Source: an optimization exercise on an open RTL-to-GDS flow (aim: small area). Production flows keep margins and buffers that such runs may drop. Function was checked by simulation only, so behaviour that the tests miss may differ from the original.

==> inputs of onyx <==
// rosetta_core
module rosetta_core #(
    parameter int LANES = rosetta_pkg::LANES_DEF,
    parameter int WORD  = rosetta_pkg::WORD_DEF
) (
    input  logic                             clk,
    input  logic                             rst,
    output logic                             im_ren,
    output logic [rosetta_pkg::PC_W-1:0]     im_ptr,
    input  logic [rosetta_pkg::INST_W-1:0]   im_rdata,
    output logic                             pam_src0_ren,
    output logic [rosetta_pkg::VPTR_W-1:0]   pam_src0_ptr,
    input  logic [LANES-1:0]                 pam_src0_rdata,
    output logic                             pam_src1_ren,
    output logic [rosetta_pkg::VPTR_W-1:0]   pam_src1_ptr,
    input  logic [LANES-1:0]                 pam_src1_rdata,
    output logic                             am_src0_ren,
    output logic [rosetta_pkg::VPTR_W-1:0]   am_src0_ptr,
    output logic [LANES-1:0]                 am_src0_cs,
    input  logic [LANES*WORD-1:0]            am_src0_rdata,
    output logic                             am_src1_ren,
    output logic [rosetta_pkg::VPTR_W-1:0]   am_src1_ptr,
    output logic [LANES-1:0]                 am_src1_cs,
    input  logic [LANES*WORD-1:0]            am_src1_rdata,
    output logic                             pam_dst_wen,
    output logic [rosetta_pkg::VPTR_W-1:0]   pam_dst_ptr,
    output logic [LANES-1:0]                 pam_dst_wdata,
    output logic                             am_dst_wen,
    output logic [rosetta_pkg::VPTR_W-1:0]   am_dst_ptr,
    output logic [LANES-1:0]                 am_dst_cs,
    output logic [LANES*WORD-1:0]            am_dst_wdata,
    output logic                             done
);
clock: 8.0 ns
lec_check: 0
cap_margin: 20
core_margin: 2
core_utilization: 60
gpl_timing_driven: 0
slew_margin: 20
synth_hierarchical: 1
synth_minimum_keep_size: 0
standard.sh (not shown) runs the stock make flow with config.mk's settings and CLKGATE_MAP_FILE= SYNTH_SCRIPT=/design/flow/synth_recipe.tcl, a recipe that flattens the netlist after the stock synthesis.
==> flow/flow/run.sh <==
#!/bin/bash
# Own layout flow: the standard layout (standard.sh, all ORFS steps from
# synthesis to finish) with these knobs changed:
#  - synthesis is the standard flow's script (my_synth.tcl is synth_recipe.tcl plus one
#    change) with ABC mapping by abc_nf.script, area recovery on top of
#    ORFS's delay mapper, instead of ORFS's speed script
#  - every input and output port still gets its own buffer, but the
#    smallest one (buf_1) instead of the delay buffer buffer_ports picks
#  - the clock tree is built from clkbuf_4 and clkbuf_8, without dummy
#    loads, from clusters of up to 15 flip-flops within 100 um
# make's full output goes to standard_finish.log here; ORFS keeps each
# step's log under orfs/logs.
set -euo pipefail
here=$(pwd)
export ABC_SCRIPT_FILE="$here/flow/abc_nf.script"
bash standard.sh \
  "SYNTH_SCRIPT=$here/flow/my_synth.tcl" \
  "BUFFER_PORTS_ARGS=-buffer_cell sky130_fd_sc_hd__buf_1" \
  REMOVE_ABC_BUFFERS=1 \
  "CTS_ARGS=-sink_clustering_enable -repair_clock_nets -dont_use_dummy_load -sink_clustering_size 15 -sink_clustering_max_diameter 100 -buf_list {sky130_fd_sc_hd__clkbuf_4 sky130_fd_sc_hd__clkbuf_8}" \
  finish > standard_finish.log 2>&1
==> flow/flow/abc_nf.script <==
&get -n
&st
&dch
&nf -R 1000
&put
topo
==> flow/flow/my_synth.tcl <==
# The standard flow's synthesis script (synth_recipe.tcl), with one change: ABC maps the
# logic with the script in the environment variable ABC_SCRIPT_FILE (area
# mapping with area recovery) instead of ORFS's speed script.  Registers
# are untouched: they are mapped before ABC runs, and ABC does not see them.
proc synth {args} { yosys synth -nofsm -noshare {*}$args }
proc abc {args} {
  set i [lsearch -exact $args -script]
  if { $i >= 0 && [info exists ::env(ABC_SCRIPT_FILE)] } {
    lset args [expr {$i + 1}] $::env(ABC_SCRIPT_FILE)
    puts "abc: mapping with $::env(ABC_SCRIPT_FILE)"
  }
  yosys abc {*}$args
}
source $::env(SCRIPTS_DIR)/synth.tcl
# left out here: clear keep_hierarchy, flatten, clean up, hide names made inside functions, write 1_2_yosys.v
==> cedar: changes against onyx <==
--- a/flow/design.v
+++ b/flow/design.v
@@ -218,19 +218,23 @@
     logic cn100;
     logic sn101;
     logic cn102;
     logic sn103;
     logic cn104;
     logic sn105;
     logic cn106;
-    logic [6:0] txn;
-    logic [6:0] tyn;
-    logic [6:0] tsn;
-    logic [6:0] tp;
-    logic [6:0] tcy;
+    logic sn107;
+    logic cn108;
+    logic sn109;
+    logic cn110;
+    logic [4:0] txn;
+    logic [4:0] tyn;
+    logic [4:0] tsn;
+    logic [4:0] tp;
+    logic [4:0] tcy;
     logic tc;
     assign ppn0_0 = ~(a[0] & m[0]);
     assign ppn0_1 = ~((a[0] & m[1]) | cb[1]);
     assign ppn0_2 = ~(a[0] & m[2]);
     assign ppn0_3 = ~(a[0] & m[3]);
     assign ppn0_4 = ~(a[0] & m[4]);
     assign ppn0_5 = ~(a[0] & m[5]);
@@ -341,36 +345,38 @@
     rosetta_fa u_sn93 (.x(cn64), .y(sn65), .z(cn92), .s(sn93), .c(cn94));
     rosetta_fa u_sn95 (.x(cn66), .y(sn67), .z(cn94), .s(sn95), .c(cn96));
     rosetta_fa u_sn97 (.x(cn68), .y(sn69), .z(cn96), .s(sn97), .c(cn98));
     rosetta_fa u_sn99 (.x(cn70), .y(sn71), .z(cn98), .s(sn99), .c(cn100));
     rosetta_fa u_sn101 (.x(cn72), .y(sn73), .z(cn100), .s(sn101), .c(cn102));
     rosetta_fa u_sn103 (.x(cn74), .y(sn75), .z(cn102), .s(sn103), .c(cn104));
     rosetta_fa u_sn105 (.x(cn76), .y(sn77), .z(cn104), .s(sn105), .c(cn106));
-    assign txn = {1'b0, ppn7_7, sn87, sn85, sn83, cn80, cn78};
-    assign tyn = {1'b1, cn88, cn86, cn84, cn82, sn81, sn79};
-    assign tc = ~cn106;
+    rosetta_fa u_sn107 (.x(cn78), .y(sn79), .z(cn106), .s(sn107), .c(cn108));
+    rosetta_fa u_sn109 (.x(cn80), .y(sn81), .z(cn108), .s(sn109), .c(cn110));
+    assign txn = {1'b0, ppn7_7, sn87, sn85, sn83};
+    assign tyn = {1'b1, cn88, cn86, cn84, cn82};
+    assign tc = ~cn110;
     assign tp = txn ^ tyn;
-    rosetta_prefix #(.N(7), .L(3)) u_top (.xn(txn), .yn(tyn), .p(tp), .ci(tc), .c(tcy));
+    rosetta_prefix #(.N(5), .L(3)) u_top (.xn(txn), .yn(tyn), .p(tp), .ci(tc), .c(tcy));
     assign tsn = ~(tp ^ tcy);
     assign pn[0] = sn89;
     assign pn[1] = sn91;
     assign pn[2] = sn93;
     assign pn[3] = sn95;
     assign pn[4] = sn97;
     assign pn[5] = sn99;
     assign pn[6] = sn101;
     assign pn[7] = sn103;
     assign pn[8] = sn105;
-    assign pn[9] = tsn[0];
-    assign pn[10] = tsn[1];
-    assign pn[11] = tsn[2];
-    assign pn[12] = tsn[3];
-    assign pn[13] = tsn[4];
-    assign pn[14] = tsn[5];
-    assign pn[15] = tsn[6];
+    assign pn[9] = sn107;
+    assign pn[10] = sn109;
+    assign pn[11] = tsn[0];
+    assign pn[12] = tsn[1];
+    assign pn[13] = tsn[2];
+    assign pn[14] = tsn[3];
+    assign pn[15] = tsn[4];
     logic [15:0] p;
     assign p = ~pn;
     logic       all1, all0, ovf;
     logic       pass, satv;
     logic [6:0] q;
     assign all1 = (&p[14:10]) & (p[9] | sh[3]) & (p[8] | sh[3] | sh[2])
                 & (p[7] | ~sh[0]);
==> flow/flow/run.sh (replaced) <==
#!/bin/bash
# Own layout flow: the standard layout (standard.sh, all ORFS steps from
# synthesis to finish) with these knobs changed:
#  - every input and output port still gets its own buffer, but the
#    smallest one (buf_1) instead of the delay buffer buffer_ports picks
#  - the clock tree is built from clkbuf_4 and clkbuf_8, without dummy loads
# make's full output goes to standard_finish.log here; ORFS keeps each
# step's log under orfs/logs.
set -euo pipefail
bash standard.sh \
  "BUFFER_PORTS_ARGS=-buffer_cell sky130_fd_sc_hd__buf_1" \
  REMOVE_ABC_BUFFERS=1 \
  "CTS_ARGS=-sink_clustering_enable -repair_clock_nets -dont_use_dummy_load -buf_list {sky130_fd_sc_hd__clkbuf_4 sky130_fd_sc_hd__clkbuf_8}" \
  finish > standard_finish.log 2>&1
==> flow/config.mk (replaced) <==
export PLATFORM = sky130hd
export DESIGN_NAME = rosetta_core
export DESIGN_NICKNAME = rosetta_core
export VERILOG_FILES = /design/flow/design.v
export SDC_FILE = /design/flow/constraint.sdc
export NUM_CORES = 4
export LEC_CHECK = 0
export CAP_MARGIN = 20
export CORE_MARGIN = 2
export CORE_UTILIZATION = 50
export GPL_TIMING_DRIVEN = 0
export SLEW_MARGIN = 20
export SYNTH_HIERARCHICAL = 1
export SYNTH_MINIMUM_KEEP_SIZE = 0
removed: flow/flow/abc_nf.script
removed: flow/flow/my_synth.tcl
==> impl_metrics.env <==
export IMPL_status="complete, no violations"
export IMPL_n_fill_cell=7118
export IMPL_cts_resized=42
export IMPL_r2r_end="res_com[19]$_DFF_P_"
export IMPL_irDropWorstVdd_v=0.000166
export IMPL_start_util_pct=50.6
[end of results for cedar]
==> impl_metrics.env <==
export IMPL_area_growth_pct=10.6
export IMPL_cts_tree="done"
export IMPL_irDropWorstVdd_v=0.000176
export IMPL_status="complete, no violations"
export IMPL_worstMarginPinSlew_ns=0.764
export IMPL_n_fill_cell=5353
export IMPL_r2r_end="res_com[10]$_DFF_P_"
[end of results for onyx]

## re-timing with driven ports
The flow's constraints put no driver on any port. The routed layouts listed below were extracted and timed again, unchanged, in two steps. Step 1 assumes that a clkbuf_16 drives the clock port and a buf_2 every other input. Step 2 also shifts input and output timing later by t, the mid clock arrival at the registers, as if the neighbouring blocks saw the same clock. Three values: ideal ports, drivers, drivers and shift; two values: the first two.
run	shift t [ns]	setup WS [ns]	worst setup path after step 2	worst register clock-pin slew, ns	worst slew at a driven data input, ns
onyx	0.655	0.317 / 0.350 / -0.306	input to register	0.11 / 0.11	0.11
cedar	0.692	0.198 / 0.211 / -0.481	input to register	0.06 / 0.06	0.10
With both steps, setup timing fails in onyx and cedar, where it was met with ideal ports. The setup slack of cedar, which loses most, moves by +0.013 ns with the drivers and by -0.679 ns with both steps.
